From an optimization exercise on the open Yosys and OpenROAD flow, aimed at small area and a short achievable clock period; shortcuts taken in it are not production practice. Only simulation tests tie the RTL to the original design; equivalence was not proved. Power figures rest on the tool's default switching activity, not on a simulated workload.

--- flow/flow/run.sh ---
#!/bin/bash
# The standard layout (standard.sh, standard synthesis included) with two
# changes: the port buffers are buf_4 cells rather than the delay cells
# buffer_ports picks by itself, and clock tree synthesis adds no dummy loads and
# clusters up to 20 registers per leaf buffer.
set -euo pipefail
export BUFFER_PORTS_ARGS="-buffer_cell sky130_fd_sc_hd__buf_4"
export CTS_ARGS="-sink_clustering_enable -repair_clock_nets -dont_use_dummy_load -sink_clustering_size 20 -sink_clustering_max_diameter 100"
bash standard.sh > standard.log 2>&1
--- flow/standard.sh ---
#!/bin/bash
# synth_recipe.tcl (not shown) runs the flow's synth.tcl, then flattens the netlist and writes it again
# the make line also repeats each setting of config.mk as NAME=value (left out here)
make -C /OpenROAD-flow-scripts/flow DESIGN_CONFIG=/design/flow/config.mk WORK_HOME=/design/flow/orfs CLKGATE_MAP_FILE= SYNTH_SCRIPT=/design/flow/synth_recipe.tcl "${@:-finish}"
--- flow/config.mk ---
export PLATFORM = sky130hd
export DESIGN_NAME = cpuPipeline
export DESIGN_NICKNAME = cpuPipeline
export VERILOG_FILES = /design/flow/design.v
export SDC_FILE = /design/flow/constraint.sdc
export NUM_CORES = 4
export LEC_CHECK = 0
export CAP_MARGIN = 20
export CORE_MARGIN = 2
export CORE_UTILIZATION = 40
export SETUP_SLACK_MARGIN = 4.1
export SLEW_MARGIN = 20
--- flow/constraint.sdc ---
create_clock -name core_clock -period 7.5 [get_ports {clk}]
set_input_delay 1.5000 -clock core_clock [delete_from_list [all_inputs] [get_ports {clk}]]
set_output_delay 1.5000 -clock core_clock [all_outputs]
set_load 0.01 [all_outputs]
--- flow/design.v ---
package cpuPkg;
	localparam int instrWidth = 18;  
	localparam int regAddrWidth = 4;  
	localparam int regCount = 16;  
	localparam int opcodeMsb = 17;
	localparam int opcodeLsb = 12;
	localparam int a1Msb = 11;  
	localparam int a1Lsb = 8;
	localparam int a2Msb = 7;  
	localparam int a2Lsb = 4;
	localparam int immMsb = 3;  
	localparam int immLsb = 0;
	typedef logic [instrWidth-1:0] instr_t;
	typedef logic [regAddrWidth-1:0] regAddr_t;
	typedef enum logic [5:0] {
		opNop = 6'h00,
		opAdd = 6'h01,
		opSub = 6'h02,
		opAnd = 6'h03,
		opOr = 6'h04,
		opXor = 6'h05,
		opSlt = 6'h06,
		opAddi = 6'h07,  
		opMult = 6'h08,  
		opMfhi = 6'h09,
		opMflo = 6'h0A
	} opcode_t;
	localparam int selCount = 9;
	localparam int selAdd = 0;
	localparam int selSub = 1;
	localparam int selAnd = 2;
	localparam int selOr = 3;
	localparam int selXor = 4;
	localparam int selSlt = 5;
	localparam int selAddi = 6;
	localparam int selHi = 7;
	localparam int selLo = 8;
endpackage
module registerFile #(
	parameter int dataWidth = 16
) (
	input logic clk,
	input logic rst,
	input cpuPkg::regAddr_t ra1,  
	input cpuPkg::regAddr_t ra2,  
	output logic [dataWidth-1:0] rd1,
	output logic [dataWidth-1:0] rd2,
	input logic we,  
	input cpuPkg::regAddr_t wa,
	input logic [dataWidth-1:0] wd
);
	logic [dataWidth-1:0] regs [cpuPkg::regCount];  
	logic [cpuPkg::regCount-1:0] valid;  
	always_ff @(posedge clk) begin
		if (rst) begin
			valid <= '0;
		end else if (we) begin
			valid[wa] <= 1'b1;
		end
	end
	always_ff @(posedge clk) begin
		if (we) begin
			regs[wa] <= wd;
		end
	end
	logic [cpuPkg::regCount-1:0] sel1, sel2;  
	always_comb begin
		for (int i = 0; i < cpuPkg::regCount; i++) begin
			sel1[i] = (ra1 == i) && valid[i];
			sel2[i] = (ra2 == i) && valid[i];
		end
	end
	always_comb begin
		rd1 = '0;
		rd2 = '0;
		for (int i = 0; i < cpuPkg::regCount; i++) begin
			rd1 = rd1 | (regs[i] & {dataWidth{sel1[i]}});
			rd2 = rd2 | (regs[i] & {dataWidth{sel2[i]}});
		end
	end
endmodule
module aluUnit #(
	parameter int dataWidth = 16
) (
	input logic [dataWidth-1:0] a,
	input logic [dataWidth-1:0] b,  
	input logic [cpuPkg::selCount-1:0] sel,  
	input logic sub,  
	output logic [dataWidth-1:0] y
);
	logic [dataWidth-1:0] sum;
	logic less;
	logic [dataWidth:0] sumC;
	assign sumC = {a, sub} + {b, sub};
	assign sum = sumC[dataWidth:1];
	assign less = (a[dataWidth-1] ^ ~b[dataWidth-1]) ? a[dataWidth-1] : sum[dataWidth-1];
	always_comb begin
		y = '0;
		if (sel[cpuPkg::selAdd] | sel[cpuPkg::selSub] | sel[cpuPkg::selAddi]) y = y | sum;
		if (sel[cpuPkg::selAnd]) y = y | (a & b);
		if (sel[cpuPkg::selOr]) y = y | (a | b);
		if (sel[cpuPkg::selXor]) y = y | (a ^ b);
		if (sel[cpuPkg::selSlt]) y = y | {{(dataWidth-1){1'b0}}, less};
	end
endmodule
module hiLoUnit #(
	parameter int dataWidth = 16
) (
	input logic clk,
	input logic rst,
	input logic we,  
	input logic [dataWidth-1:0] a,
	input logic [dataWidth-1:0] b,
	output logic [dataWidth-1:0] hi,
	output logic [dataWidth-1:0] lo,
	output logic valid  
);
	logic [2*dataWidth-1:0] x, y, z;
	logic [2*dataWidth-1:0] hlX, hlY, hlZ;
	logic [2*dataWidth-1:0] fs, fc;  
	logic hlValid;  
	logic [2*dataWidth-1:0] product;
	csMult csMult_i (.a(a), .b(b), .x(x), .y(y), .z(z));
	always_ff @(posedge clk) begin
		if (rst) hlValid <= 1'b0;
		else if (we) hlValid <= 1'b1;
	end
	always_ff @(posedge clk) begin
		if (we) begin
			hlX <= x;
			hlY <= y;
			hlZ <= z;
		end
	end
	assign fs = hlX ^ hlY ^ hlZ;
	assign fc = {(hlX[2*dataWidth-2:0] & hlY[2*dataWidth-2:0])
		| (hlX[2*dataWidth-2:0] & hlZ[2*dataWidth-2:0])
		| (hlY[2*dataWidth-2:0] & hlZ[2*dataWidth-2:0]), 1'b0};
	assign product = fs + fc;
	assign valid = hlValid;
	assign hi = product[2*dataWidth-1:dataWidth];
	assign lo = product[dataWidth-1:0];
endmodule
module csMult (
	input logic [15:0] a,
	input logic [15:0] b,
	output logic [31:0] x,
	output logic [31:0] y,
	output logic [31:0] z
);
	logic pp [16][16];
	for (genvar i = 0; i < 16; i++) begin : g_pp
		for (genvar j = 0; j < 16; j++) begin : g_ppj
			assign pp[i][j] = b[i] & a[j];
		end
	end
	logic c2, c4, c6, c8, c10, c12, c14, c16, c18, c20, c22, c24, c26, c28, c30, c32, c34, c36, c38, c40;
	logic c42, c44, c46, c48, c50, c52, c54, c56, c58, c60, c62, c64, c66, c68, c70, c72, c74, c76, c78, c80;
	logic c82, c84, c86, c88, c90, c92, c94, c96, c98, c100, c102, c104, c106, c108, c110, c112, c114, c116, c118, c120;
	logic c122, c124, c126, c128, c130, c132, c134, c136, c138, c140, c142, c144, c146, c148, c150, c152, c154, c156, c158, c160;
	logic c162, c164, c166, c168, c170, c172, c174, c176, c178, c180, c182, c184, c186, c188, c190, c192, c194, c196, c198, c200;
	logic c202, c204, c206, c208, c210, c212, c214, c216, c218, c220, c222, c224, c226, c228, c230, c232, c234, c236, c238, c240;
	logic c242, c244, c246, c248, c250, c252, c254, c256, c258, c260, c262, c264, c266, c268, c270, c272, c274, c276, c278, c280;
	logic c282, c284, c286, c288, c290, c292, c294, c296, c298, c300, c302, c304, c306, c308, c310, c312, c314, c316, c318, c320;
	logic c322, c324, c326, c328, c330, c332, c334, c336, c338, c340, c342, c344, c346, c348, c350, c352, c354, c356, c358, c360;
	logic c362, c364, c366, c368, c370, c372, c374, c376, c378, c380, s1, s3, s5, s7, s9, s11, s13, s15, s17, s19;
	logic s21, s23, s25, s27, s29, s31, s33, s35, s37, s39, s41, s43, s45, s47, s49, s51, s53, s55, s57, s59;
	logic s61, s63, s65, s67, s69, s71, s73, s75, s77, s79, s81, s83, s85, s87, s89, s91, s93, s95, s97, s99;
	logic s101, s103, s105, s107, s109, s111, s113, s115, s117, s119, s121, s123, s125, s127, s129, s131, s133, s135, s137, s139;
	logic s141, s143, s145, s147, s149, s151, s153, s155, s157, s159, s161, s163, s165, s167, s169, s171, s173, s175, s177, s179;
	logic s181, s183, s185, s187, s189, s191, s193, s195, s197, s199, s201, s203, s205, s207, s209, s211, s213, s215, s217, s219;
	logic s221, s223, s225, s227, s229, s231, s233, s235, s237, s239, s241, s243, s245, s247, s249, s251, s253, s255, s257, s259;
	logic s261, s263, s265, s267, s269, s271, s273, s275, s277, s279, s281, s283, s285, s287, s289, s291, s293, s295, s297, s299;
	logic s301, s303, s305, s307, s309, s311, s313, s315, s317, s319, s321, s323, s325, s327, s329, s331, s333, s335, s337, s339;
	logic s341, s343, s345, s347, s349, s351, s353, s355, s357, s359, s361, s363, s365, s367, s369, s371, s373, s375, s377, s379;
	assign s1 = pp[0][13] ^ pp[10][3];
	assign c2 = pp[0][13] & pp[10][3];
	assign s3 = pp[0][14] ^ pp[10][4] ^ pp[11][3];
	assign c4 = (pp[0][14] & pp[10][4]) | (pp[0][14] & pp[11][3]) | (pp[10][4] & pp[11][3]);
	assign s5 = pp[12][2] ^ pp[13][1];
	assign c6 = pp[12][2] & pp[13][1];
	assign s7 = pp[0][15] ^ pp[10][5] ^ pp[11][4];
	assign c8 = (pp[0][15] & pp[10][5]) | (pp[0][15] & pp[11][4]) | (pp[10][5] & pp[11][4]);
	assign s9 = pp[12][3] ^ pp[13][2] ^ pp[14][1];
	assign c10 = (pp[12][3] & pp[13][2]) | (pp[12][3] & pp[14][1]) | (pp[13][2] & pp[14][1]);
	assign s11 = pp[15][0] ^ pp[1][14];
	assign c12 = pp[15][0] & pp[1][14];
	assign s13 = pp[10][6] ^ pp[11][5] ^ pp[12][4];
	assign c14 = (pp[10][6] & pp[11][5]) | (pp[10][6] & pp[12][4]) | (pp[11][5] & pp[12][4]);
	assign s15 = pp[13][3] ^ pp[14][2] ^ pp[15][1];
	assign c16 = (pp[13][3] & pp[14][2]) | (pp[13][3] & pp[15][1]) | (pp[14][2] & pp[15][1]);
	assign s17 = pp[1][15] ^ pp[2][14];
	assign c18 = pp[1][15] & pp[2][14];
	assign s19 = pp[10][7] ^ pp[11][6] ^ pp[12][5];
	assign c20 = (pp[10][7] & pp[11][6]) | (pp[10][7] & pp[12][5]) | (pp[11][6] & pp[12][5]);
	assign s21 = pp[13][4] ^ pp[14][3] ^ pp[15][2];
	assign c22 = (pp[13][4] & pp[14][3]) | (pp[13][4] & pp[15][2]) | (pp[14][3] & pp[15][2]);
	assign s23 = pp[10][8] ^ pp[11][7] ^ pp[12][6];
	assign c24 = (pp[10][8] & pp[11][7]) | (pp[10][8] & pp[12][6]) | (pp[11][7] & pp[12][6]);
	assign s25 = pp[0][9] ^ pp[1][8];
	assign c26 = pp[0][9] & pp[1][8];
	assign s27 = pp[0][10] ^ pp[10][0] ^ pp[1][9];
	assign c28 = (pp[0][10] & pp[10][0]) | (pp[0][10] & pp[1][9]) | (pp[10][0] & pp[1][9]);
	assign s29 = pp[2][8] ^ pp[3][7];
	assign c30 = pp[2][8] & pp[3][7];
	assign s31 = pp[0][11] ^ pp[10][1] ^ pp[11][0];
	assign c32 = (pp[0][11] & pp[10][1]) | (pp[0][11] & pp[11][0]) | (pp[10][1] & pp[11][0]);
	assign s33 = pp[1][10] ^ pp[2][9] ^ pp[3][8];
	assign c34 = (pp[1][10] & pp[2][9]) | (pp[1][10] & pp[3][8]) | (pp[2][9] & pp[3][8]);
	assign s35 = pp[4][7] ^ pp[5][6];
	assign c36 = pp[4][7] & pp[5][6];
	assign s37 = pp[0][12] ^ pp[10][2] ^ pp[11][1];
	assign c38 = (pp[0][12] & pp[10][2]) | (pp[0][12] & pp[11][1]) | (pp[10][2] & pp[11][1]);
	assign s39 = pp[12][0] ^ pp[1][11] ^ pp[2][10];
	assign c40 = (pp[12][0] & pp[1][11]) | (pp[12][0] & pp[2][10]) | (pp[1][11] & pp[2][10]);
	assign s41 = pp[3][9] ^ pp[4][8] ^ pp[5][7];
	assign c42 = (pp[3][9] & pp[4][8]) | (pp[3][9] & pp[5][7]) | (pp[4][8] & pp[5][7]);
	assign s43 = pp[6][6] ^ pp[7][5];
	assign c44 = pp[6][6] & pp[7][5];
	assign s45 = pp[11][2] ^ pp[12][1] ^ pp[13][0];
	assign c46 = (pp[11][2] & pp[12][1]) | (pp[11][2] & pp[13][0]) | (pp[12][1] & pp[13][0]);
	assign s47 = pp[1][12] ^ pp[2][11] ^ pp[3][10];
	assign c48 = (pp[1][12] & pp[2][11]) | (pp[1][12] & pp[3][10]) | (pp[2][11] & pp[3][10]);
	assign s49 = pp[4][9] ^ pp[5][8] ^ pp[6][7];
	assign c50 = (pp[4][9] & pp[5][8]) | (pp[4][9] & pp[6][7]) | (pp[5][8] & pp[6][7]);
	assign s51 = pp[7][6] ^ pp[8][5] ^ pp[9][4];
	assign c52 = (pp[7][6] & pp[8][5]) | (pp[7][6] & pp[9][4]) | (pp[8][5] & pp[9][4]);
	assign s53 = pp[14][0] ^ pp[1][13] ^ pp[2][12];
	assign c54 = (pp[14][0] & pp[1][13]) | (pp[14][0] & pp[2][12]) | (pp[1][13] & pp[2][12]);
	assign s55 = pp[3][11] ^ pp[4][10] ^ pp[5][9];
	assign c56 = (pp[3][11] & pp[4][10]) | (pp[3][11] & pp[5][9]) | (pp[4][10] & pp[5][9]);
	assign s57 = pp[6][8] ^ pp[7][7] ^ pp[8][6];
	assign c58 = (pp[6][8] & pp[7][7]) | (pp[6][8] & pp[8][6]) | (pp[7][7] & pp[8][6]);
	assign s59 = pp[9][5] ^ c2 ^ s5;
	assign c60 = (pp[9][5] & c2) | (pp[9][5] & s5) | (c2 & s5);
	assign s61 = pp[2][13] ^ pp[3][12] ^ pp[4][11];
	assign c62 = (pp[2][13] & pp[3][12]) | (pp[2][13] & pp[4][11]) | (pp[3][12] & pp[4][11]);
	assign s63 = pp[5][10] ^ pp[6][9] ^ pp[7][8];
	assign c64 = (pp[5][10] & pp[6][9]) | (pp[5][10] & pp[7][8]) | (pp[6][9] & pp[7][8]);
	assign s65 = pp[8][7] ^ pp[9][6] ^ c6;
	assign c66 = (pp[8][7] & pp[9][6]) | (pp[8][7] & c6) | (pp[9][6] & c6);
	assign s67 = s11 ^ c4 ^ s7;
	assign c68 = (s11 & c4) | (s11 & s7) | (c4 & s7);
	assign s69 = pp[3][13] ^ pp[4][12] ^ pp[5][11];
	assign c70 = (pp[3][13] & pp[4][12]) | (pp[3][13] & pp[5][11]) | (pp[4][12] & pp[5][11]);
	assign s71 = pp[6][10] ^ pp[7][9] ^ pp[8][8];
	assign c72 = (pp[6][10] & pp[7][9]) | (pp[6][10] & pp[8][8]) | (pp[7][9] & pp[8][8]);
	assign s73 = pp[9][7] ^ c12 ^ s17;
	assign c74 = (pp[9][7] & c12) | (pp[9][7] & s17) | (c12 & s17);
	assign s75 = c10 ^ c8 ^ s13;
	assign c76 = (c10 & c8) | (c10 & s13) | (c8 & s13);
	assign s77 = pp[2][15] ^ pp[3][14] ^ pp[4][13];
	assign c78 = (pp[2][15] & pp[3][14]) | (pp[2][15] & pp[4][13]) | (pp[3][14] & pp[4][13]);
	assign s79 = pp[5][12] ^ pp[6][11] ^ pp[7][10];
	assign c80 = (pp[5][12] & pp[6][11]) | (pp[5][12] & pp[7][10]) | (pp[6][11] & pp[7][10]);
	assign s81 = pp[8][9] ^ pp[9][8] ^ c18;
	assign c82 = (pp[8][9] & pp[9][8]) | (pp[8][9] & c18) | (pp[9][8] & c18);
	assign s83 = c14 ^ c16 ^ s19;
	assign c84 = (c14 & c16) | (c14 & s19) | (c16 & s19);
	assign s85 = pp[13][5] ^ pp[14][4] ^ pp[15][3];
	assign c86 = (pp[13][5] & pp[14][4]) | (pp[13][5] & pp[15][3]) | (pp[14][4] & pp[15][3]);
	assign s87 = pp[3][15] ^ pp[4][14] ^ pp[5][13];
	assign c88 = (pp[3][15] & pp[4][14]) | (pp[3][15] & pp[5][13]) | (pp[4][14] & pp[5][13]);
	assign s89 = pp[6][12] ^ pp[7][11] ^ pp[8][10];
	assign c90 = (pp[6][12] & pp[7][11]) | (pp[6][12] & pp[8][10]) | (pp[7][11] & pp[8][10]);
	assign s91 = pp[9][9] ^ c20 ^ c22;
	assign c92 = (pp[9][9] & c20) | (pp[9][9] & c22) | (c20 & c22);
	assign s93 = pp[10][9] ^ pp[11][8] ^ pp[12][7];
	assign c94 = (pp[10][9] & pp[11][8]) | (pp[10][9] & pp[12][7]) | (pp[11][8] & pp[12][7]);
	assign s95 = pp[13][6] ^ pp[14][5] ^ pp[15][4];
	assign c96 = (pp[13][6] & pp[14][5]) | (pp[13][6] & pp[15][4]) | (pp[14][5] & pp[15][4]);
	assign s97 = pp[4][15] ^ pp[5][14] ^ pp[6][13];
	assign c98 = (pp[4][15] & pp[5][14]) | (pp[4][15] & pp[6][13]) | (pp[5][14] & pp[6][13]);
	assign s99 = pp[7][12] ^ pp[8][11] ^ pp[9][10];
	assign c100 = (pp[7][12] & pp[8][11]) | (pp[7][12] & pp[9][10]) | (pp[8][11] & pp[9][10]);
	assign s101 = pp[10][10] ^ pp[11][9] ^ pp[12][8];
	assign c102 = (pp[10][10] & pp[11][9]) | (pp[10][10] & pp[12][8]) | (pp[11][9] & pp[12][8]);
	assign s103 = pp[13][7] ^ pp[14][6] ^ pp[15][5];
	assign c104 = (pp[13][7] & pp[14][6]) | (pp[13][7] & pp[15][5]) | (pp[14][6] & pp[15][5]);
	assign s105 = pp[5][15] ^ pp[6][14] ^ pp[7][13];
	assign c106 = (pp[5][15] & pp[6][14]) | (pp[5][15] & pp[7][13]) | (pp[6][14] & pp[7][13]);
	assign s107 = pp[10][11] ^ pp[11][10] ^ pp[12][9];
	assign c108 = (pp[10][11] & pp[11][10]) | (pp[10][11] & pp[12][9]) | (pp[11][10] & pp[12][9]);
	assign s109 = pp[13][8] ^ pp[14][7] ^ pp[15][6];
	assign c110 = (pp[13][8] & pp[14][7]) | (pp[13][8] & pp[15][6]) | (pp[14][7] & pp[15][6]);
	assign s111 = pp[10][12] ^ pp[11][11] ^ pp[12][10];
	assign c112 = (pp[10][12] & pp[11][11]) | (pp[10][12] & pp[12][10]) | (pp[11][11] & pp[12][10]);
	assign s113 = pp[0][6] ^ pp[1][5];
	assign c114 = pp[0][6] & pp[1][5];
	assign s115 = pp[0][7] ^ pp[1][6] ^ pp[2][5];
	assign c116 = (pp[0][7] & pp[1][6]) | (pp[0][7] & pp[2][5]) | (pp[1][6] & pp[2][5]);
	assign s117 = pp[3][4] ^ pp[4][3];
	assign c118 = pp[3][4] & pp[4][3];
	assign s119 = pp[0][8] ^ pp[1][7] ^ pp[2][6];
	assign c120 = (pp[0][8] & pp[1][7]) | (pp[0][8] & pp[2][6]) | (pp[1][7] & pp[2][6]);
	assign s121 = pp[3][5] ^ pp[4][4] ^ pp[5][3];
	assign c122 = (pp[3][5] & pp[4][4]) | (pp[3][5] & pp[5][3]) | (pp[4][4] & pp[5][3]);
	assign s123 = pp[6][2] ^ pp[7][1];
	assign c124 = pp[6][2] & pp[7][1];
	assign s125 = pp[2][7] ^ pp[3][6] ^ pp[4][5];
	assign c126 = (pp[2][7] & pp[3][6]) | (pp[2][7] & pp[4][5]) | (pp[3][6] & pp[4][5]);
	assign s127 = pp[5][4] ^ pp[6][3] ^ pp[7][2];
	assign c128 = (pp[5][4] & pp[6][3]) | (pp[5][4] & pp[7][2]) | (pp[6][3] & pp[7][2]);
	assign s129 = pp[8][1] ^ pp[9][0] ^ s25;
	assign c130 = (pp[8][1] & pp[9][0]) | (pp[8][1] & s25) | (pp[9][0] & s25);
	assign s131 = pp[4][6] ^ pp[5][5] ^ pp[6][4];
	assign c132 = (pp[4][6] & pp[5][5]) | (pp[4][6] & pp[6][4]) | (pp[5][5] & pp[6][4]);
	assign s133 = pp[7][3] ^ pp[8][2] ^ pp[9][1];
	assign c134 = (pp[7][3] & pp[8][2]) | (pp[7][3] & pp[9][1]) | (pp[8][2] & pp[9][1]);
	assign s135 = c26 ^ s29 ^ s27;
	assign c136 = (c26 & s29) | (c26 & s27) | (s29 & s27);
	assign s137 = pp[6][5] ^ pp[7][4] ^ pp[8][3];
	assign c138 = (pp[6][5] & pp[7][4]) | (pp[6][5] & pp[8][3]) | (pp[7][4] & pp[8][3]);
	assign s139 = pp[9][2] ^ c30 ^ s35;
	assign c140 = (pp[9][2] & c30) | (pp[9][2] & s35) | (c30 & s35);
	assign s141 = c28 ^ s31 ^ s33;
	assign c142 = (c28 & s31) | (c28 & s33) | (s31 & s33);
	assign s143 = pp[8][4] ^ pp[9][3] ^ c36;
	assign c144 = (pp[8][4] & pp[9][3]) | (pp[8][4] & c36) | (pp[9][3] & c36);
	assign s145 = s43 ^ c32 ^ c34;
	assign c146 = (s43 & c32) | (s43 & c34) | (c32 & c34);
	assign s147 = s37 ^ s39 ^ s41;
	assign c148 = (s37 & s39) | (s37 & s41) | (s39 & s41);
	assign s149 = c44 ^ s1 ^ c38;
	assign c150 = (c44 & s1) | (c44 & c38) | (s1 & c38);
	assign s151 = c40 ^ c42 ^ s45;
	assign c152 = (c40 & c42) | (c40 & s45) | (c42 & s45);
	assign s153 = s47 ^ s49 ^ s51;
	assign c154 = (s47 & s49) | (s47 & s51) | (s49 & s51);
	assign s155 = c46 ^ c48 ^ c50;
	assign c156 = (c46 & c48) | (c46 & c50) | (c48 & c50);
	assign s157 = c52 ^ s3 ^ s53;
	assign c158 = (c52 & s3) | (c52 & s53) | (s3 & s53);
	assign s159 = s55 ^ s57 ^ s59;
	assign c160 = (s55 & s57) | (s55 & s59) | (s57 & s59);
	assign s161 = c54 ^ c56 ^ c58;
	assign c162 = (c54 & c56) | (c54 & c58) | (c56 & c58);
	assign s163 = s61 ^ s63 ^ s9;
	assign c164 = (s61 & s63) | (s61 & s9) | (s63 & s9);
	assign s165 = c60 ^ s65 ^ s67;
	assign c166 = (c60 & s65) | (c60 & s67) | (s65 & s67);
	assign s167 = c62 ^ c64 ^ s15;
	assign c168 = (c62 & c64) | (c62 & s15) | (c64 & s15);
	assign s169 = s69 ^ s71 ^ c66;
	assign c170 = (s69 & s71) | (s69 & c66) | (s71 & c66);
	assign s171 = s73 ^ c68 ^ s75;
	assign c172 = (s73 & c68) | (s73 & s75) | (c68 & s75);
	assign s173 = c70 ^ c72 ^ s21;
	assign c174 = (c70 & c72) | (c70 & s21) | (c72 & s21);
	assign s175 = s77 ^ s79 ^ c74;
	assign c176 = (s77 & s79) | (s77 & c74) | (s79 & c74);
	assign s177 = s81 ^ c76 ^ s83;
	assign c178 = (s81 & c76) | (s81 & s83) | (c76 & s83);
	assign s179 = c78 ^ c80 ^ s23;
	assign c180 = (c78 & c80) | (c78 & s23) | (c80 & s23);
	assign s181 = s85 ^ s87 ^ s89;
	assign c182 = (s85 & s87) | (s85 & s89) | (s87 & s89);
	assign s183 = c82 ^ c84 ^ s91;
	assign c184 = (c82 & c84) | (c82 & s91) | (c84 & s91);
	assign s185 = c24 ^ c86 ^ c88;
	assign c186 = (c24 & c86) | (c24 & c88) | (c86 & c88);
	assign s187 = c90 ^ s93 ^ s95;
	assign c188 = (c90 & s93) | (c90 & s95) | (s93 & s95);
	assign s189 = s97 ^ s99 ^ c92;
	assign c190 = (s97 & s99) | (s97 & c92) | (s99 & c92);
	assign s191 = pp[8][12] ^ pp[9][11] ^ c100;
	assign c192 = (pp[8][12] & pp[9][11]) | (pp[8][12] & c100) | (pp[9][11] & c100);
	assign s193 = c94 ^ c96 ^ c98;
	assign c194 = (c94 & c96) | (c94 & c98) | (c96 & c98);
	assign s195 = s101 ^ s103 ^ s105;
	assign c196 = (s101 & s103) | (s101 & s105) | (s103 & s105);
	assign s197 = pp[6][15] ^ pp[7][14] ^ pp[8][13];
	assign c198 = (pp[6][15] & pp[7][14]) | (pp[6][15] & pp[8][13]) | (pp[7][14] & pp[8][13]);
	assign s199 = pp[9][12] ^ c102 ^ c104;
	assign c200 = (pp[9][12] & c102) | (pp[9][12] & c104) | (c102 & c104);
	assign s201 = c106 ^ s107 ^ s109;
	assign c202 = (c106 & s107) | (c106 & s109) | (s107 & s109);
	assign s203 = pp[13][9] ^ pp[14][8] ^ pp[15][7];
	assign c204 = (pp[13][9] & pp[14][8]) | (pp[13][9] & pp[15][7]) | (pp[14][8] & pp[15][7]);
	assign s205 = pp[7][15] ^ pp[8][14] ^ pp[9][13];
	assign c206 = (pp[7][15] & pp[8][14]) | (pp[7][15] & pp[9][13]) | (pp[8][14] & pp[9][13]);
	assign s207 = c108 ^ c110 ^ s111;
	assign c208 = (c108 & c110) | (c108 & s111) | (c110 & s111);
	assign s209 = pp[10][13] ^ pp[11][12] ^ pp[12][11];
	assign c210 = (pp[10][13] & pp[11][12]) | (pp[10][13] & pp[12][11]) | (pp[11][12] & pp[12][11]);
	assign s211 = pp[13][10] ^ pp[14][9] ^ pp[15][8];
	assign c212 = (pp[13][10] & pp[14][9]) | (pp[13][10] & pp[15][8]) | (pp[14][9] & pp[15][8]);
	assign s213 = pp[8][15] ^ pp[9][14] ^ c112;
	assign c214 = (pp[8][15] & pp[9][14]) | (pp[8][15] & c112) | (pp[9][14] & c112);
	assign s215 = pp[10][14] ^ pp[11][13] ^ pp[12][12];
	assign c216 = (pp[10][14] & pp[11][13]) | (pp[10][14] & pp[12][12]) | (pp[11][13] & pp[12][12]);
	assign s217 = pp[13][11] ^ pp[14][10] ^ pp[15][9];
	assign c218 = (pp[13][11] & pp[14][10]) | (pp[13][11] & pp[15][9]) | (pp[14][10] & pp[15][9]);
	assign s219 = pp[10][15] ^ pp[11][14] ^ pp[12][13];
	assign c220 = (pp[10][15] & pp[11][14]) | (pp[10][15] & pp[12][13]) | (pp[11][14] & pp[12][13]);
	assign s221 = pp[0][4] ^ pp[1][3];
	assign c222 = pp[0][4] & pp[1][3];
	assign s223 = pp[0][5] ^ pp[1][4] ^ pp[2][3];
	assign c224 = (pp[0][5] & pp[1][4]) | (pp[0][5] & pp[2][3]) | (pp[1][4] & pp[2][3]);
	assign s225 = pp[3][2] ^ pp[4][1];
	assign c226 = pp[3][2] & pp[4][1];
	assign s227 = pp[2][4] ^ pp[3][3] ^ pp[4][2];
	assign c228 = (pp[2][4] & pp[3][3]) | (pp[2][4] & pp[4][2]) | (pp[3][3] & pp[4][2]);
	assign s229 = pp[5][1] ^ pp[6][0] ^ s113;
	assign c230 = (pp[5][1] & pp[6][0]) | (pp[5][1] & s113) | (pp[6][0] & s113);
	assign s231 = pp[5][2] ^ pp[6][1] ^ pp[7][0];
	assign c232 = (pp[5][2] & pp[6][1]) | (pp[5][2] & pp[7][0]) | (pp[6][1] & pp[7][0]);
	assign s233 = c114 ^ s117 ^ s115;
	assign c234 = (c114 & s117) | (c114 & s115) | (s117 & s115);
	assign s235 = pp[8][0] ^ c118 ^ s123;
	assign c236 = (pp[8][0] & c118) | (pp[8][0] & s123) | (c118 & s123);
	assign s237 = c116 ^ s119 ^ s121;
	assign c238 = (c116 & s119) | (c116 & s121) | (s119 & s121);
	assign s239 = c124 ^ c120 ^ c122;
	assign c240 = (c124 & c120) | (c124 & c122) | (c120 & c122);
	assign s241 = s125 ^ s127 ^ s129;
	assign c242 = (s125 & s127) | (s125 & s129) | (s127 & s129);
	assign s243 = c126 ^ c128 ^ s131;
	assign c244 = (c126 & c128) | (c126 & s131) | (c128 & s131);
	assign s245 = s133 ^ c130 ^ s135;
	assign c246 = (s133 & c130) | (s133 & s135) | (c130 & s135);
	assign s247 = c132 ^ c134 ^ s137;
	assign c248 = (c132 & c134) | (c132 & s137) | (c134 & s137);
	assign s249 = s139 ^ c136 ^ s141;
	assign c250 = (s139 & c136) | (s139 & s141) | (c136 & s141);
	assign s251 = c138 ^ c140 ^ s143;
	assign c252 = (c138 & c140) | (c138 & s143) | (c140 & s143);
	assign s253 = c142 ^ s145 ^ s147;
	assign c254 = (c142 & s145) | (c142 & s147) | (s145 & s147);
	assign s255 = c144 ^ c146 ^ c148;
	assign c256 = (c144 & c146) | (c144 & c148) | (c146 & c148);
	assign s257 = s149 ^ s151 ^ s153;
	assign c258 = (s149 & s151) | (s149 & s153) | (s151 & s153);
	assign s259 = c150 ^ c152 ^ c154;
	assign c260 = (c150 & c152) | (c150 & c154) | (c152 & c154);
	assign s261 = s155 ^ s157 ^ s159;
	assign c262 = (s155 & s157) | (s155 & s159) | (s157 & s159);
	assign s263 = c156 ^ c158 ^ s161;
	assign c264 = (c156 & c158) | (c156 & s161) | (c158 & s161);
	assign s265 = s163 ^ c160 ^ s165;
	assign c266 = (s163 & c160) | (s163 & s165) | (c160 & s165);
	assign s267 = c162 ^ c164 ^ s167;
	assign c268 = (c162 & c164) | (c162 & s167) | (c164 & s167);
	assign s269 = s169 ^ c166 ^ s171;
	assign c270 = (s169 & c166) | (s169 & s171) | (c166 & s171);
	assign s271 = c168 ^ s173 ^ c170;
	assign c272 = (c168 & s173) | (c168 & c170) | (s173 & c170);
	assign s273 = s175 ^ c172 ^ s177;
	assign c274 = (s175 & c172) | (s175 & s177) | (c172 & s177);
	assign s275 = c174 ^ s179 ^ s181;
	assign c276 = (c174 & s179) | (c174 & s181) | (s179 & s181);
	assign s277 = c176 ^ c178 ^ s183;
	assign c278 = (c176 & c178) | (c176 & s183) | (c178 & s183);
	assign s279 = c180 ^ c182 ^ s185;
	assign c280 = (c180 & c182) | (c180 & s185) | (c182 & s185);
	assign s281 = s187 ^ c184 ^ s189;
	assign c282 = (s187 & c184) | (s187 & s189) | (c184 & s189);
	assign s283 = c186 ^ c188 ^ s191;
	assign c284 = (c186 & c188) | (c186 & s191) | (c188 & s191);
	assign s285 = s193 ^ s195 ^ c190;
	assign c286 = (s193 & s195) | (s193 & c190) | (s195 & c190);
	assign s287 = s197 ^ c192 ^ c194;
	assign c288 = (s197 & c192) | (s197 & c194) | (c192 & c194);
	assign s289 = c196 ^ s199 ^ s201;
	assign c290 = (c196 & s199) | (c196 & s201) | (s199 & s201);
	assign s291 = c198 ^ s203 ^ s205;
	assign c292 = (c198 & s203) | (c198 & s205) | (s203 & s205);
	assign s293 = c200 ^ c202 ^ s207;
	assign c294 = (c200 & c202) | (c200 & s207) | (c202 & s207);
	assign s295 = c204 ^ c206 ^ s209;
	assign c296 = (c204 & c206) | (c204 & s209) | (c206 & s209);
	assign s297 = s211 ^ c208 ^ s213;
	assign c298 = (s211 & c208) | (s211 & s213) | (c208 & s213);
	assign s299 = pp[9][15] ^ c210 ^ c212;
	assign c300 = (pp[9][15] & c210) | (pp[9][15] & c212) | (c210 & c212);
	assign s301 = s215 ^ s217 ^ c214;
	assign c302 = (s215 & s217) | (s215 & c214) | (s217 & c214);
	assign s303 = pp[13][12] ^ pp[14][11] ^ pp[15][10];
	assign c304 = (pp[13][12] & pp[14][11]) | (pp[13][12] & pp[15][10]) | (pp[14][11] & pp[15][10]);
	assign s305 = c216 ^ c218 ^ s219;
	assign c306 = (c216 & c218) | (c216 & s219) | (c218 & s219);
	assign s307 = pp[11][15] ^ pp[12][14] ^ pp[13][13];
	assign c308 = (pp[11][15] & pp[12][14]) | (pp[11][15] & pp[13][13]) | (pp[12][14] & pp[13][13]);
	assign s309 = pp[14][12] ^ pp[15][11] ^ c220;
	assign c310 = (pp[14][12] & pp[15][11]) | (pp[14][12] & c220) | (pp[15][11] & c220);
	assign s311 = pp[12][15] ^ pp[13][14] ^ pp[14][13];
	assign c312 = (pp[12][15] & pp[13][14]) | (pp[12][15] & pp[14][13]) | (pp[13][14] & pp[14][13]);
	assign s313 = pp[0][3] ^ pp[1][2];
	assign c314 = pp[0][3] & pp[1][2];
	assign s315 = pp[2][2] ^ pp[3][1] ^ pp[4][0];
	assign c316 = (pp[2][2] & pp[3][1]) | (pp[2][2] & pp[4][0]) | (pp[3][1] & pp[4][0]);
	assign s317 = pp[5][0] ^ c222 ^ s225;
	assign c318 = (pp[5][0] & c222) | (pp[5][0] & s225) | (c222 & s225);
	assign s319 = c226 ^ c224 ^ s227;
	assign c320 = (c226 & c224) | (c226 & s227) | (c224 & s227);
	assign s321 = c228 ^ s231 ^ c230;
	assign c322 = (c228 & s231) | (c228 & c230) | (s231 & c230);
	assign s323 = c232 ^ s235 ^ c234;
	assign c324 = (c232 & s235) | (c232 & c234) | (s235 & c234);
	assign s325 = c236 ^ c238 ^ s239;
	assign c326 = (c236 & c238) | (c236 & s239) | (c238 & s239);
	assign s327 = c240 ^ s243 ^ c242;
	assign c328 = (c240 & s243) | (c240 & c242) | (s243 & c242);
	assign s329 = c244 ^ s247 ^ c246;
	assign c330 = (c244 & s247) | (c244 & c246) | (s247 & c246);
	assign s331 = c248 ^ s251 ^ c250;
	assign c332 = (c248 & s251) | (c248 & c250) | (s251 & c250);
	assign s333 = c252 ^ c254 ^ s255;
	assign c334 = (c252 & c254) | (c252 & s255) | (c254 & s255);
	assign s335 = c256 ^ c258 ^ s259;
	assign c336 = (c256 & c258) | (c256 & s259) | (c258 & s259);
	assign s337 = c260 ^ s263 ^ c262;
	assign c338 = (c260 & s263) | (c260 & c262) | (s263 & c262);
	assign s339 = c264 ^ s267 ^ c266;
	assign c340 = (c264 & s267) | (c264 & c266) | (s267 & c266);
	assign s341 = c268 ^ s271 ^ c270;
	assign c342 = (c268 & s271) | (c268 & c270) | (s271 & c270);
	assign s343 = s275 ^ c272 ^ c274;
	assign c344 = (s275 & c272) | (s275 & c274) | (c272 & c274);
	assign s345 = c276 ^ s279 ^ c278;
	assign c346 = (c276 & s279) | (c276 & c278) | (s279 & c278);
	assign s347 = c280 ^ s283 ^ c282;
	assign c348 = (c280 & s283) | (c280 & c282) | (s283 & c282);
	assign s349 = c284 ^ s287 ^ s289;
	assign c350 = (c284 & s287) | (c284 & s289) | (s287 & s289);
	assign s351 = s291 ^ c288 ^ c290;
	assign c352 = (s291 & c288) | (s291 & c290) | (c288 & c290);
	assign s353 = c292 ^ s295 ^ c294;
	assign c354 = (c292 & s295) | (c292 & c294) | (s295 & c294);
	assign s355 = c296 ^ s299 ^ c298;
	assign c356 = (c296 & s299) | (c296 & c298) | (s299 & c298);
	assign s357 = s303 ^ c300 ^ s305;
	assign c358 = (s303 & c300) | (s303 & s305) | (c300 & s305);
	assign s359 = c304 ^ s307 ^ c306;
	assign c360 = (c304 & s307) | (c304 & c306) | (s307 & c306);
	assign s361 = pp[15][12] ^ c308 ^ s311;
	assign c362 = (pp[15][12] & c308) | (pp[15][12] & s311) | (c308 & s311);
	assign s363 = pp[13][15] ^ pp[14][14] ^ pp[15][13];
	assign c364 = (pp[13][15] & pp[14][14]) | (pp[13][15] & pp[15][13]) | (pp[14][14] & pp[15][13]);
	assign s365 = s293 ^ c350 ^ s351;
	assign c366 = (s293 & c350) | (s293 & s351) | (c350 & s351);
	assign s367 = s297 ^ c352 ^ s353;
	assign c368 = (s297 & c352) | (s297 & s353) | (c352 & s353);
	assign s369 = s301 ^ c354 ^ s355;
	assign c370 = (s301 & c354) | (s301 & s355) | (c354 & s355);
	assign s371 = c302 ^ s357 ^ c356;
	assign c372 = (c302 & s357) | (c302 & c356) | (s357 & c356);
	assign s373 = s309 ^ c358 ^ s359;
	assign c374 = (s309 & c358) | (s309 & s359) | (c358 & s359);
	assign s375 = c310 ^ s361 ^ c360;
	assign c376 = (c310 & s361) | (c310 & c360) | (s361 & c360);
	assign s377 = c312 ^ s363 ^ c362;
	assign c378 = (c312 & s363) | (c312 & c362) | (s363 & c362);
	assign s379 = pp[14][15] ^ pp[15][14] ^ c364;
	assign c380 = (pp[14][15] & pp[15][14]) | (pp[14][15] & c364) | (pp[15][14] & c364);
	assign x = {1'b0, pp[15][15], s379, s377, c374, s373, c370, c368, c366, s365, c286, s285, s281, s277, s273, s269, c336, s261, s257, s253, s249, c326, s241, s237, c320, c318, c316, c314, pp[2][1], pp[0][2], pp[0][1], pp[0][0]};
	assign y = {1'b0, c380, c378, c376, s375, c372, s371, s369, s367, 1'b0, s349, c346, c344, c342, c340, c338, s265, c334, c332, c330, c328, s245, c324, c322, s233, s229, s223, s221, pp[3][0], pp[1][1], pp[1][0], 1'b0};
	assign z = {1'b0, 1'b0, 1'b0, 1'b0, 1'b0, 1'b0, 1'b0, 1'b0, 1'b0, 1'b0, c348, s347, s345, s343, s341, s339, s337, s335, s333, s331, s329, s327, s325, s323, s321, s319, s317, s315, s313, pp[2][0], 1'b0, 1'b0};
endmodule
module decodeStage #(
	parameter int dataWidth = 16
) (
	input logic clk,
	input logic rst,
	input logic instrValid,  
	input cpuPkg::instr_t instr,
	input logic wbValid,  
	input cpuPkg::regAddr_t wbAddr,
	input logic [dataWidth-1:0] wbData,
	input logic [dataWidth-1:0] exResult,  
	output logic [dataWidth-1:0] exRd1,
	output logic [dataWidth-1:0] exRd2,  
	output cpuPkg::regAddr_t exWriteAddr,
	output logic exWriteEn,
	output logic exMult,  
	output logic [cpuPkg::selCount-1:0] exSel,  
	output logic exSub  
);
	logic [5:0] opcode;
	cpuPkg::regAddr_t a1F, a2F, immF;  
	logic [dataWidth-1:0] rd1, rd2;
	logic [cpuPkg::selCount-1:0] sel;
	logic dstIsA2;
	logic fwdEx1, fwdEx2, fwdWb1, fwdWb2, fwdRf1, fwdRf2;
	assign opcode = instr[cpuPkg::opcodeMsb:cpuPkg::opcodeLsb];
	assign a1F = instr[cpuPkg::a1Msb:cpuPkg::a1Lsb];
	assign a2F = instr[cpuPkg::a2Msb:cpuPkg::a2Lsb];
	assign immF = instr[cpuPkg::immMsb:cpuPkg::immLsb];
	registerFile #(.dataWidth(dataWidth)) registerFile_i (
		.clk(clk), .rst(rst),
		.ra1(a1F), .ra2(a2F), .rd1(rd1), .rd2(rd2),
		.we(wbValid), .wa(wbAddr), .wd(wbData)
	);
	always_comb begin
		sel = '0;
		case (opcode)
			cpuPkg::opAdd: sel[cpuPkg::selAdd] = 1'b1;
			cpuPkg::opSub: sel[cpuPkg::selSub] = 1'b1;
			cpuPkg::opAnd: sel[cpuPkg::selAnd] = 1'b1;
			cpuPkg::opOr: sel[cpuPkg::selOr] = 1'b1;
			cpuPkg::opXor: sel[cpuPkg::selXor] = 1'b1;
			cpuPkg::opSlt: sel[cpuPkg::selSlt] = 1'b1;
			cpuPkg::opAddi: sel[cpuPkg::selAddi] = 1'b1;
			cpuPkg::opMfhi: sel[cpuPkg::selHi] = 1'b1;
			cpuPkg::opMflo: sel[cpuPkg::selLo] = 1'b1;
			default: ;  
		endcase
	end
	assign dstIsA2 = (opcode == cpuPkg::opAddi);  
	assign fwdEx1 = exWriteEn && (exWriteAddr == a1F);
	assign fwdEx2 = exWriteEn && (exWriteAddr == a2F);
	assign fwdWb1 = !fwdEx1 && wbValid && (wbAddr == a1F);
	assign fwdWb2 = !fwdEx2 && wbValid && (wbAddr == a2F);
	assign fwdRf1 = !fwdEx1 && !fwdWb1;
	assign fwdRf2 = !fwdEx2 && !fwdWb2;
	always_ff @(posedge clk) begin
		if (rst) begin
			exWriteEn <= 1'b0;
			exMult <= 1'b0;
		end else begin
			exWriteEn <= instrValid & (|sel);  
			exMult <= instrValid & (opcode == cpuPkg::opMult);
		end
	end
	always_ff @(posedge clk) begin
		exRd1 <= (exResult & {dataWidth{fwdEx1}})
			| (wbData & {dataWidth{fwdWb1}})
			| (rd1 & {dataWidth{fwdRf1}});
		if (sel[cpuPkg::selAddi]) begin
			exRd2 <= {{(dataWidth-cpuPkg::regAddrWidth){1'b0}}, immF};
		end else begin
			exRd2 <= ((exResult & {dataWidth{fwdEx2}})
				| (wbData & {dataWidth{fwdWb2}})
				| (rd2 & {dataWidth{fwdRf2}}))
				^ {dataWidth{sel[cpuPkg::selSub] | sel[cpuPkg::selSlt]}};
		end
		exWriteAddr <= dstIsA2 ? a2F : immF;
		exSel <= sel;
		exSub <= sel[cpuPkg::selSub] | sel[cpuPkg::selSlt];
	end
endmodule
module executeStage #(
	parameter int dataWidth = 16
) (
	input logic clk,
	input logic rst,
	input logic [dataWidth-1:0] exRd1,  
	input logic [dataWidth-1:0] exRd2,
	input cpuPkg::regAddr_t exWriteAddr,
	input logic exWriteEn,
	input logic exMult,
	input logic [cpuPkg::selCount-1:0] exSel,
	input logic exSub,
	output logic wbValid,  
	output cpuPkg::regAddr_t wbAddr,
	output logic [dataWidth-1:0] wbData,
	output logic [dataWidth-1:0] exResult  
);
	logic [dataWidth-1:0] srcA, srcB;
	logic [dataWidth-1:0] aluY;
	logic [dataWidth-1:0] hi, lo;
	logic hiLoValid;  
	logic [dataWidth-1:0] result;
	assign srcA = exRd1;
	assign srcB = exRd2;
	aluUnit #(.dataWidth(dataWidth)) aluUnit_i (
		.a(srcA),
		.b(srcB),
		.sel(exSel),
		.sub(exSub),
		.y(aluY)
	);
	hiLoUnit #(.dataWidth(dataWidth)) hiLoUnit_i (
		.clk(clk),
		.rst(rst),
		.we(exMult),
		.a(srcA),
		.b(srcB),
		.hi(hi),
		.lo(lo),
		.valid(hiLoValid)
	);
	assign result = aluY
		| (hi & {dataWidth{exSel[cpuPkg::selHi] & hiLoValid}})
		| (lo & {dataWidth{exSel[cpuPkg::selLo] & hiLoValid}});
	assign exResult = result;
	always_ff @(posedge clk) begin
		if (rst) begin
			wbValid <= 1'b0;
		end else begin
			wbValid <= exWriteEn;  
		end
	end
	always_ff @(posedge clk) begin
		wbAddr <= exWriteAddr;
		wbData <= result;
	end
endmodule
module cpuPipeline #(
	parameter int dataWidth = 16
) (
	input logic clk,
	input logic rst,
	input logic instrValid,
	input cpuPkg::instr_t instr,
	output logic wbValid,
	output cpuPkg::regAddr_t wbAddr,
	output logic [dataWidth-1:0] wbData
);
	logic [dataWidth-1:0] exRd1, exRd2;
	logic [dataWidth-1:0] exResult;
	cpuPkg::regAddr_t exWriteAddr;
	logic exWriteEn;
	logic exMult;
	logic [cpuPkg::selCount-1:0] exSel;
	logic exSub;
	decodeStage #(.dataWidth(dataWidth)) decodeStage_i (
		.clk(clk), .rst(rst), .instrValid(instrValid), .instr(instr),
		.wbValid(wbValid), .wbAddr(wbAddr), .wbData(wbData),
		.exRd1(exRd1), .exRd2(exRd2), .exResult(exResult),
		.exWriteAddr(exWriteAddr), .exWriteEn(exWriteEn),
		.exMult(exMult), .exSel(exSel), .exSub(exSub)
	);
	executeStage #(.dataWidth(dataWidth)) executeStage_i (
		.clk(clk), .rst(rst),
		.exRd1(exRd1), .exRd2(exRd2),
		.exWriteAddr(exWriteAddr), .exWriteEn(exWriteEn),
		.exMult(exMult), .exSel(exSel), .exSub(exSub),
		.wbValid(wbValid), .wbAddr(wbAddr), .wbData(wbData),
		.exResult(exResult)
	);
endmodule
==> flow_summary.yaml, run 1 <==
placement:
  numPlacedInstances: 3148
  placed_cell_area_sq_mm: 0.0272
  dp_hpwl_mm: 60.1
  routabilityCongestion: 0.978
  io_buffers: 41
clock_tree:
  cts_root_buf: "clkbuf_16"
  clock_sinks: 422
  cts_tree: "yes"
  cts-hold-fix-buffers: 0
  clockBufferDepth: 3
  insertion_delay_ns: 0.60
  cts_max_level: 1
  cts_buffers: 25
  clk_pin_slew_ns: 0.09
pwr:
  p_total_mw: 3.98
  ir_drop_uv: 164
  leakage_nw: 10.7
  pwr-share-comb: 0.033
  power.share.clock: 0.337
  p_sw_mw: 0.850
  seq_power_share: 0.630
  p_int_mw: 3.13
  switching_share: 0.213
  p_per_area_mw_per_mm2: 134
synthesis:
  synth_adder_area_share: 0.195
  ys.warnings.count: 7
  muxShareOfSynthArea: 0.0138
  synth_compound_area_frac: 0.147
  yosys.area_share.simple: 0.116
  yosysSeqAreaShare: 0.454
  netlist_area_sq_mm: 0.0260
  synth_fp_nets: 2656
  ys_ff_latch: 422
  ys.flop_type: "edfxtp_1"
  synth_top_family_by_area: "adder cells"
  synthCells: 2348
  async_flop_share: 0
  synth_cell_types: 88
  synth_xor_area_frac: 0.0162
  synth_edf_count: 336
  synth.avg_cell_area_sq_um: 11.1
job:
  drv_cap: 0
global_routing:
  grt_pass1_wl_mm: 131
  grt_max_degree: 82
  grt_pass1_vias: 20373
  antenna_found_initial: 2
  grt_overflow: 0
  grtUsageTotal: 0.264
timing:
  hold_violations: 0
  maxSlewViolCount: 0
  rsz0062_at_grt: "yes"
  skew_ns: 0.0353
  min_period_over_period: 0.481
  slew_headroom: 0.224
  worst_pin_slew_ns: 1.16
  tns_ns: 0
  finalCriticalPeriod_ns: 3.61
  setup_violations: 0
  max_freq_ghz: 0.277
die:
  design.core.area_sq_mm: 0.0643
  dieWidth_um: 259
  rows: 93
  fp.dieH_um: 259
  die-area_sq_mm: 0.0671
  start_util: 0.404
  ios: 42
finish:
  design_area_sq_mm: 0.0297
  drive_gt1_frac: 0.193
  seqCellArea_sq_mm: 0.0119
  multi_input_area_sq_mm: 0.0136
  area_delta_synth_final_pct: 14.3
  final_nets: 2738
  nFillCells: 5794
  finish.utilization: 0.462
  fin_cells: 3284
critical_path:
  crit_path_start_kind: "register"
  cp.required_ns: 7.97
  rrSetupSlack_ns: 3.89
  crit_type: "reg2reg"
  cp_max_fo: 2
  worstSetupEndpointType: "register"
  cp_slowest_stage_delay_ns: 0.49
  slowest_stage: "fa_1"
  arrival_ns: 4.08
  cp_cell_sequence: "fa_1, ha_2, fa_2, a211oi_4, buf_4, o21bai_1, a21oi_1, xor2_1, o21ai_1, a221o_2, a21oi_2, mux2i_2"
route:
  route.detailed.drc: 0
  vias_per_cell: 6.16
  post_drt_wl_per_cell_um: 27.3
  drtIter0Drc: 2629
  totalWireLength_mm: 89.8
  drtPass1Iterations: 8
  ant_nets: 0
  vias: 20234
hold_path:
  holdCritPathClass: "reg2reg"
status:
  outcome: "finished clean"
==> Yosys cell counts, types with 6 or more instances <==
cell type / instances / area (sq um)
nand2_1: 173 / 649
fa_1: 199 / 3980
xor2_1: 25 / 219
and3_1: 45 / 282
a22oi_1: 68 / 510
inv_2: 6 / 22.5
nor2b_1: 16 / 100
and4_1: 10 / 87.6
inv_1: 228 / 856
o21ai_0: 55 / 275
ha_1: 88 / 1100
buf_1: 7 / 26.3
a211oi_1: 11 / 82.6
a31oi_1: 19 / 119
o21ai_1: 15 / 75.1
buf_2: 39 / 195
a222oi_1: 19 / 190
mux2i_1: 31 / 310
edfxtp_1: 336 / 10100
nor4_1: 6 / 37.5
a21oi_1: 87 / 435
xnor2_1: 23 / 201
nand3_1: 27 / 135
nor3_1: 36 / 180
nand4_1: 31 / 194
nor2_1: 279 / 1050
a21o_1: 10 / 75.1
a221oi_1: 79 / 692
a22o_1: 77 / 674
dfxtp_1: 86 / 1720
and2_1: 7 / 43.8
nand2b_1: 10 / 62.6
clkbuf_1: 92 / 345
==> stage by stage <==
stage                     hold WS, ns  worst slack [ns]
after CTS                       0.391              3.75
final                           0.389              3.89
after global placement          0.389              3.30
after floorplan                 0.373              4.10
after detailed placement        0.391              3.23
after global routing            0.398              3.82
==> power by group through the flow <==
stage	combinational, mW	clock (mW)	sequential [mW]
finish	0.130	1.34	2.51
global route	0.138	1.45	2.51
CTS	0.117	1.37	2.51
detailed placement	0.105	0	2.57
global placement	0.103	0	2.57
floorplan	0.0645	0	2.56
==> worst max-delay path, delay by kind of cell, from the launching register on <==
family                     cells  cell delay, ns
adders and majority gates      3            1.07
muxes                          1            0.32
AOI/OAI and AO/OA              6            1.24
DFF                            1            0.40
buffers and inverters          1            0.16
xor gates and xnor gates       1            0.30
==> cells by family (layout without fill, tap and decap cells) <==
| logic type | count (synthesis) | count (layout) |
|---|---|---|
| compound gates | 512 | 512 |
| xor+xnor | 48 | 48 |
| fa+ha+maj | 287 | 287 |
| buf+inv | 380 | 460 |
| flops | 422 | 422 |
| mux | 35 | 35 |
| other cells | 0 | 1 |
| simple gates | 664 | 664 |
==> per-layer routing <==
layer  part of all wire  wire length (um)  global-route usage  vias to the layer above
li1                   -                 -                   -                     8534
met1               0.37             32800               0.322                     9945
met2               0.47             42200               0.443                     1363
met3              0.095              8550              0.0495                      392
met4              0.069              6210               0.141                        0
met5                  0                 0                   0                        -
==> worst paths after layout <==
| kind | end | from | cells past startpoint |
|---|---|---|---|
| max | decodeStage_i.exRd2[8]$_SDFF_PP0_ | executeStage_i.hiLoUnit_i.hlX[2]$_DFFE_PP_ | 12 |
| min | executeStage_i.wbAddr[3]$_DFF_P_ | decodeStage_i.exWriteAddr[3]$_DFF_P_ | 0 |
| max reg2reg | decodeStage_i.exRd2[8]$_SDFF_PP0_ | executeStage_i.hiLoUnit_i.hlX[2]$_DFFE_PP_ | 12 |
| min reg2reg | executeStage_i.wbAddr[3]$_DFF_P_ | decodeStage_i.exWriteAddr[3]$_DFF_P_ | 0 |
==> registers in the layout, summed over array words and instances, names as in the netlist <==
signal / count
decodeStage_i.exMult: 1
decodeStage_i.exRd1: 16
decodeStage_i.exRd2: 16
decodeStage_i.exSel: 9
decodeStage_i.exSub: 1
decodeStage_i.exWriteAddr: 4
decodeStage_i.exWriteEn: 1
decodeStage_i.registerFile_i.regs: 256
decodeStage_i.registerFile_i.valid: 16
executeStage_i.hiLoUnit_i.hlValid: 1
executeStage_i.hiLoUnit_i.hlX: 31
executeStage_i.hiLoUnit_i.hlY: 29
executeStage_i.hiLoUnit_i.hlZ: 20
executeStage_i.wbAddr: 4
executeStage_i.wbData: 16
executeStage_i.wbValid: 1
==> cell usage in the layout, fill, tap and decap left out, types with 8 or more instances in the layout <==
cell,Yosys,routed
a211oi_1,11,9
a21o_1,10,10
a21oi_1,87,80
a221oi_1,79,77
a222oi_1,19,19
a22o_1,77,77
a22oi_1,68,68
a31oi_1,19,17
and3_1,45,23
and3_2,0,19
and4_1,10,9
buf_4,2,178
buf_6,2,13
clkbuf_16,0,25
clkinvlp_4,0,20
dfxtp_1,86,53
dfxtp_2,0,11
dfxtp_4,0,22
edfxtp_1,336,336
fa_1,199,181
fa_2,0,18
ha_1,88,63
ha_4,0,18
inv_1,228,199
inv_4,0,8
mux2i_1,31,28
nand2_1,173,169
nand2b_1,10,10
nand3_1,27,25
nand4_1,31,31
nor2_1,279,250
nor2_2,1,27
nor2b_1,16,16
nor3_1,36,29
o21ai_0,55,43
o21ai_1,15,22
xnor2_1,23,21
xor2_1,25,23
==> timing repair <==
item	CTS	global route
setup buffers	74	33
gates cloned	0	0
pin swaps	27	52
resized for setup	138	158
setup endpoints to repair	56	55
==> cell type report <==
type                            instances  area share
Sequential cell                       422       0.400
Tap cell                              855      0.0360
Antenna cell                            1   0.0000841
Clock buffer                           25      0.0210
Inverter                              238      0.0334
Timing Repair Buffer                  197      0.0537
Multi-Input combinational cell       1546       0.456
==> inputs of run 2 (changes only) <==
--- a/flow/config.mk
+++ b/flow/config.mk
@@ -8,5 +8,5 @@
 export CAP_MARGIN = 20
 export CORE_MARGIN = 2
 export CORE_UTILIZATION = 40
-export SETUP_SLACK_MARGIN = 4.1
+export SETUP_SLACK_MARGIN = 3.6
 export SLEW_MARGIN = 20
==> flow_summary.yaml, run 2 <==
pwr:
  p_sw_mw: 0.846
  p_per_area_mw_per_mm2: 141
  power.share.clock: 0.342
  ir_drop_uv: 181
  seq_power_share: 0.629
  switching_share: 0.211
  pwr-share-comb: 0.029
  p_int_mw: 3.15
  p_total_mw: 4.00
  leakage_nw: 10.3
timing:
  setup_violations: 0
  max_freq_ghz: 0.256
  tns_ns: 0
  skew_ns: 0.0877
  finalCriticalPeriod_ns: 3.90
  rsz0062_at_grt: "yes"
  min_period_over_period: 0.520
  maxSlewViolCount: 0
  hold_violations: 0
  worst_pin_slew_ns: 1.17
  slew_headroom: 0.217
die:
  ios: 42
  start_util: 0.404
  die-area_sq_mm: 0.0671
  design.core.area_sq_mm: 0.0643
  dieWidth_um: 259
  fp.dieH_um: 259
  rows: 93
critical_path:
  rrSetupSlack_ns: 3.60
  crit_path_start_kind: "register"
  cp_max_fo: 3
  arrival_ns: 4.38
  crit_type: "reg2reg"
  worstSetupEndpointType: "register"
  cp.required_ns: 7.98
finish:
  largest_reg_flops: 256
  seqCellArea_sq_mm: 0.0118
  n_antenna_cell: 0
  final_cell_mix: "edfxtp_1 (336), nor2_1 (265), inv_1 (215), fa_1 (198), nand2_1 (173)"
  drive_gt1_frac: 0.111
  multi_input_area_sq_mm: 0.0129
  biggestRegsByFlops: "decodeStage_i.registerFile_i.regs (256), executeStage_i.hiLoUnit_i.hlX (31), executeStage_i.hiLoUnit_i.hlY (29)"
  nFillCells: 5973
  area_delta_synth_final_pct: 9.28
  largest-register: "decodeStage_i.registerFile_i.regs"
  final_nets: 2680
  final_common_cell: "edfxtp_1"
clock_tree:
  cts-hold-fix-buffers: 0
  insertion_delay_ns: 0.62
  cts_buffers: 26
  cts_root_buf: "clkbuf_16"
  clk_pin_slew_ns: 0.10
  cts_tree: "yes"
  cts_max_level: 1
  clock_sinks: 422
  clockBufferDepth: 3
placement:
  routabilityCongestion: 1.00
  dp_hpwl_mm: 63.4
  io_buffers: 41
route:
  totalWireLength_mm: 90.5
  drtPass1Iterations: 6
  post_drt_wl_per_cell_um: 28.1
  vias_per_cell: 6.13
  drtIter0Drc: 2558
  vias: 19760
  ant_nets: 0
  route.detailed.drc: 0
global_routing:
  grt_pass1_vias: 19978
  grt_pass1_wl_mm: 132
  grtUsageTotal: 0.266
  grt_overflow: 0
  antenna_found_initial: 0
  grt_max_degree: 56
status:
  outcome: "finished clean"
synthesis:
  yosys-top-cells-count: "edfxtp_1 (336), nor2_1 (279), inv_1 (228)"
  ys.flop_type: "edfxtp_1"
  synth.avg_cell_area_sq_um: 11.1
  yosysSeqAreaShare: 0.454
  yosys.area.top_type_share: 0.388
  synth_largest_area_cell: "edfxtp_1"
  netlist_area_sq_mm: 0.0260
  async_flop_share: 0
  synth_edf_count: 336
  yosys.cell_count.top_type: "edfxtp_1"
  synthCells: 2348
  synth_area_leaders: "edfxtp_1 (39%), fa_1 (15%), dfxtp_1 (6.6%), ha_1 (4.2%), nor2_1 (4.0%)"
  synth_fp_nets: 2656
  ys_ff_latch: 422
  synth_cell_types: 88
  ys.warnings.count: 7
hold_path:
  holdCritPathClass: "reg2reg"
job:
  drv_cap: 0
-- run 2: final timing paths --
path                                             to                                       start  depth (start not counted)
setup / recovery  decodeStage_i.exRd2[8]$_SDFF_PP0_  executeStage_i.hiLoUnit_i.hlX[2]$_DFFE_PP_                         12
hold / removal     executeStage_i.wbAddr[3]$_DFF_P_        decodeStage_i.exWriteAddr[3]$_DFF_P_                          0
setup reg to reg  decodeStage_i.exRd2[8]$_SDFF_PP0_  executeStage_i.hiLoUnit_i.hlX[2]$_DFFE_PP_                         12
hold reg to reg    executeStage_i.wbAddr[3]$_DFF_P_        decodeStage_i.exWriteAddr[3]$_DFF_P_                          0
-- run 2: power by group through the flow --
stage	combinational [mW]	sequential [mW]	clock [mW]
after floorplan	0.0644	2.56	0
after global placement	0.104	2.57	0
after detailed placement	0.106	2.57	0
after CTS	0.108	2.52	1.40
after global routing	0.124	2.52	1.47
final	0.115	2.52	1.37
-- run 2: kinds of logic after synthesis --
kind of cell,Yosys count,share of synthesized area
compound gates,512,0.147
fa+ha+maj,287,0.195
xor+xnor,48,0.0162
buf+inv,380,0.0575
mux,35,0.0138
simple gates,664,0.116
flops,422,0.454
-- run 2: worst max-delay path, stage by stage, from the launching register on --
cell and delay, ns:
edfxtp_1 0.40, fa_1 0.49, ha_2 0.22, fa_2 0.44, a211oi_4 0.34, o21ai_4 0.14
o211ai_4 0.28, nand2_4 0.10, a221oi_2 0.25, xnor2_1 0.17, a221o_2 0.48, a21oi_2 0.19
mux2i_2 0.30
-- run 2: cell type report --
| class | count | area share |
|---|---|---|
| Multi-Input combinational cell | 1546 | 0.453 |
| Sequential cell | 422 | 0.416 |
| Tap cell | 855 | 0.0376 |
| Timing Repair Buffer | 138 | 0.0375 |
| Inverter | 238 | 0.0333 |
| Clock buffer | 26 | 0.0229 |
-- run 2: repair_timing --
item                       CTS  global route
buffers inserted             4            42
cloned                       0             0
resized for setup            6            38
setup endpoints to repair    5            20
pin swaps                    0            10
-- run 2: metal layers --
metal	share of wire	vias up	track usage	wire (um)
met5	0	-	0	0
met1	0.38	9779	0.338	34300
met2	0.48	1244	0.448	43100
met3	0.086	333	0.0399	7830
met4	0.058	0	0.126	5220
li1	-	8404	-	-
-- run 2: per-stage QoR --
| step | utilization | setup WS (ns) | hold slack [ns] | instances | area (sq um) |
|---|---|---|---|---|---|
| 3_5_place_dp | 0.423 | 3.17 | 0.387 | 3152 | 27200 |
| 3_3_place_gp | 0.423 | 3.31 | 0.388 | 3152 | 27200 |
| 4_1_cts | 0.434 | 3.55 | 0.401 | 3182 | 27900 |
| 6_report | 0.442 | 3.60 | 0.401 | 3225 | 28400 |
| 5_1_grt | 0.442 | 3.56 | 0.412 | 3225 | 28400 |
| 2_1_floorplan | - | 4.08 | 0.373 | 2348 | 26000 |
==> inputs of run 3 (changes only) <==
==> flow/flow/run.sh (replaced) <==
#!/bin/bash
# The standard layout (standard.sh, standard synthesis included) with two
# changes: the port buffers are buf_4 cells rather than the delay cells
# buffer_ports picks by itself, and clock tree synthesis adds no dummy loads.
set -euo pipefail
export BUFFER_PORTS_ARGS="-buffer_cell sky130_fd_sc_hd__buf_4"
export CTS_ARGS="-sink_clustering_enable -repair_clock_nets -dont_use_dummy_load"
bash standard.sh > standard.log 2>&1
--- a/flow/config.mk
+++ b/flow/config.mk
@@ -8,5 +8,5 @@
 export CAP_MARGIN = 20
 export CORE_MARGIN = 2
 export CORE_UTILIZATION = 40
-export SETUP_SLACK_MARGIN = 3.6
+export SETUP_SLACK_MARGIN = 3.8
 export SLEW_MARGIN = 20
==> flow_summary.yaml, run 3 <==
critical_path:
  endpoint: "decodeStage_i.exRd2[8]$_SDFF_PP0_"
  cp_max_fo: 3
  worstReg2RegStart: "executeStage_i.hiLoUnit_i.hlZ[2]$_DFFE_PP_"
  cp.required_ns: 7.95
  worstSetupEndpointType: "register"
  arrival_ns: 4.17
  ff2ff_path_depth: 12
  crit_type: "reg2reg"
  crit_path_start_kind: "register"
  rrSetupSlack_ns: 3.77
finish:
  design_area_sq_mm: 0.0292
  drive_gt1_frac: 0.145
  final_cell_mix: "edfxtp_1 (336), nor2_1 (263), inv_1 (208), fa_1 (198), nand2_1 (173)"
  largest_reg_flops: 256
  final_nets: 2711
  area_delta_synth_final_pct: 12.2
synthesis:
  synth_edf_count: 336
  ys.flop_type: "edfxtp_1"
  yosysSeqAreaShare: 0.454
  synth_cell_types: 88
  synth.avg_cell_area_sq_um: 11.1
  netlist_area_sq_mm: 0.0260
  ys_ff_latch: 422
  synth_fp_nets: 2656
  synth_largest_area_cell: "edfxtp_1"
  yosys-top-cells-count: "edfxtp_1 (336), nor2_1 (279), inv_1 (228)"
  async_flop_share: 0
route:
  post_drt_wl_per_cell_um: 28.1
  drtPass1Iterations: 6
  drtIter0Drc: 2852
  vias_per_cell: 6.15
  ant_nets: 0
  vias: 20014
  route.detailed.drc: 0
  totalWireLength_mm: 91.4
status:
  outcome: "finished clean"
timing:
  tns_ns: 0
  setup_violations: 0
  maxSlewViolCount: 0
  worst_pin_slew_ns: 1.12
  finalCriticalPeriod_ns: 3.73
  min_period_over_period: 0.497
  hold_violations: 0
  skew_ns: 0.0565
  holdWs_ns: 0.393
clock_tree:
  clockBufferDepth: 3
  cts_buffers: 45
  cts_root_buf: "clkbuf_16"
  insertion_delay_ns: 0.59
  cts_tree: "yes"
  clk_pin_slew_ns: 0.06
placement:
  routabilityCongestion: 1.00
  dp_hpwl_mm: 63.4
  io_buffers: 41
  placed_cell_area_sq_mm: 0.0272
die:
  design.core.area_sq_mm: 0.0643
  fp.dieH_um: 259
  die-area_sq_mm: 0.0671
  ios: 42
  rows: 93
  start_util: 0.404
pwr:
  p_total_mw: 4.53
  ir_drop_uv: 173
  leakage_nw: 10.6
global_routing:
  grt_max_degree: 56
  grtUsageTotal: 0.273
  grt_pass1_vias: 20412
  antenna_found_initial: 1
  grt_overflow: 0
hold_path:
  holdCritPathClass: "reg2reg"
job:
  drv_cap: 0
run 3: how the worst min path moves through the flow:
stage          cells past startpoint  slack [ns]                                 start                               end
4_1_cts                            0        0.40  decodeStage_i.exWriteAddr[3]$_DFF_P_  executeStage_i.wbAddr[3]$_DFF_P_
2_1_floorplan                      0        0.37  decodeStage_i.exWriteAddr[0]$_DFF_P_  executeStage_i.wbAddr[0]$_DFF_P_
3_5_place_dp                       0        0.39  decodeStage_i.exWriteAddr[0]$_DFF_P_  executeStage_i.wbAddr[0]$_DFF_P_
6_report                           0        0.39  decodeStage_i.exWriteAddr[1]$_DFF_P_  executeStage_i.wbAddr[1]$_DFF_P_
3_3_place_gp                       0        0.39  decodeStage_i.exWriteAddr[3]$_DFF_P_  executeStage_i.wbAddr[3]$_DFF_P_
5_1_grt                            0        0.41  decodeStage_i.exWriteAddr[3]$_DFF_P_  executeStage_i.wbAddr[3]$_DFF_P_
run 3: worst max-delay path, cell delays in order, from the launching register on:
cell      delay, ns
edfxtp_1       0.40
fa_1           0.54
ha_4           0.19
fa_2           0.39
a211oi_4       0.29
o21ai_4        0.12
o211ai_4       0.26
nand2_4        0.12
a221oi_4       0.27
xnor2_2        0.13
a221o_2        0.43
a21oi_2        0.17
mux2i_2        0.30
run 3: routing by layer:
layer | part of all wire | vias to the layer above | global-route usage
met3 | 0.093 | 395 | 0.0438
met5 | 0 | - | 0
met4 | 0.067 | 0 | 0.156
li1 | - | 8479 | -
met1 | 0.37 | 9803 | 0.339
met2 | 0.47 | 1337 | 0.453
run 3: repair_timing:
item | CTS | global route
pin swaps | 6 | 10
hold buffers | 0 | 0
gates resized for setup | 46 | 65
endpoints found under the setup margin | 24 | 35
setup buffers | 43 | 16
run 3: logic make-up after synthesis:
logic type                 share of synthesized area
AOI/OAI and AO/OA                              0.147
adders and majority gates                      0.195
and+or+nand+nor                                0.116
muxes                                         0.0138
xor gates and xnor gates                      0.0162
DFF                                            0.454
buffers and inverters                         0.0575
run 3: stage by stage:
| step | utilization | setup WS (ns) | cells |
|---|---|---|---|
| floorplan | - | 4.08 | 2348 |
| global placement | 0.423 | 3.31 | 3152 |
| detailed placement | 0.423 | 3.17 | 3152 |
| CTS | 0.448 | 3.69 | 3240 |
| global route | 0.454 | 3.75 | 3256 |
| finish | 0.454 | 3.77 | 3256 |
run 3: report_power, final:
part | total, mW | leakage [nW] | switching, mW | internal [mW]
Sequential | 2.52 | 3.40 | 0.0178 | 2.50
Clock | 1.90 | 0.555 | 0.848 | 1.05
Combinational | 0.117 | 6.67 | 0.0741 | 0.0434
run 3: area by class of cell:
class	count	area, sq um
clock buffer	45	1130
fill	5921	35100
inverter	238	971
multi-input combinational	1546	13100
sequential	422	11900
tap	855	1070
timing repair buffer	150	1140

Setup slack of run 3, layout unchanged: 3.771 ns with ideal ports, 3.771 ns with driving cells assumed (clock clkbuf_16, inputs buf_2), 3.250 ns with port delays also shifted by the 0.631 ns mid clock arrival.
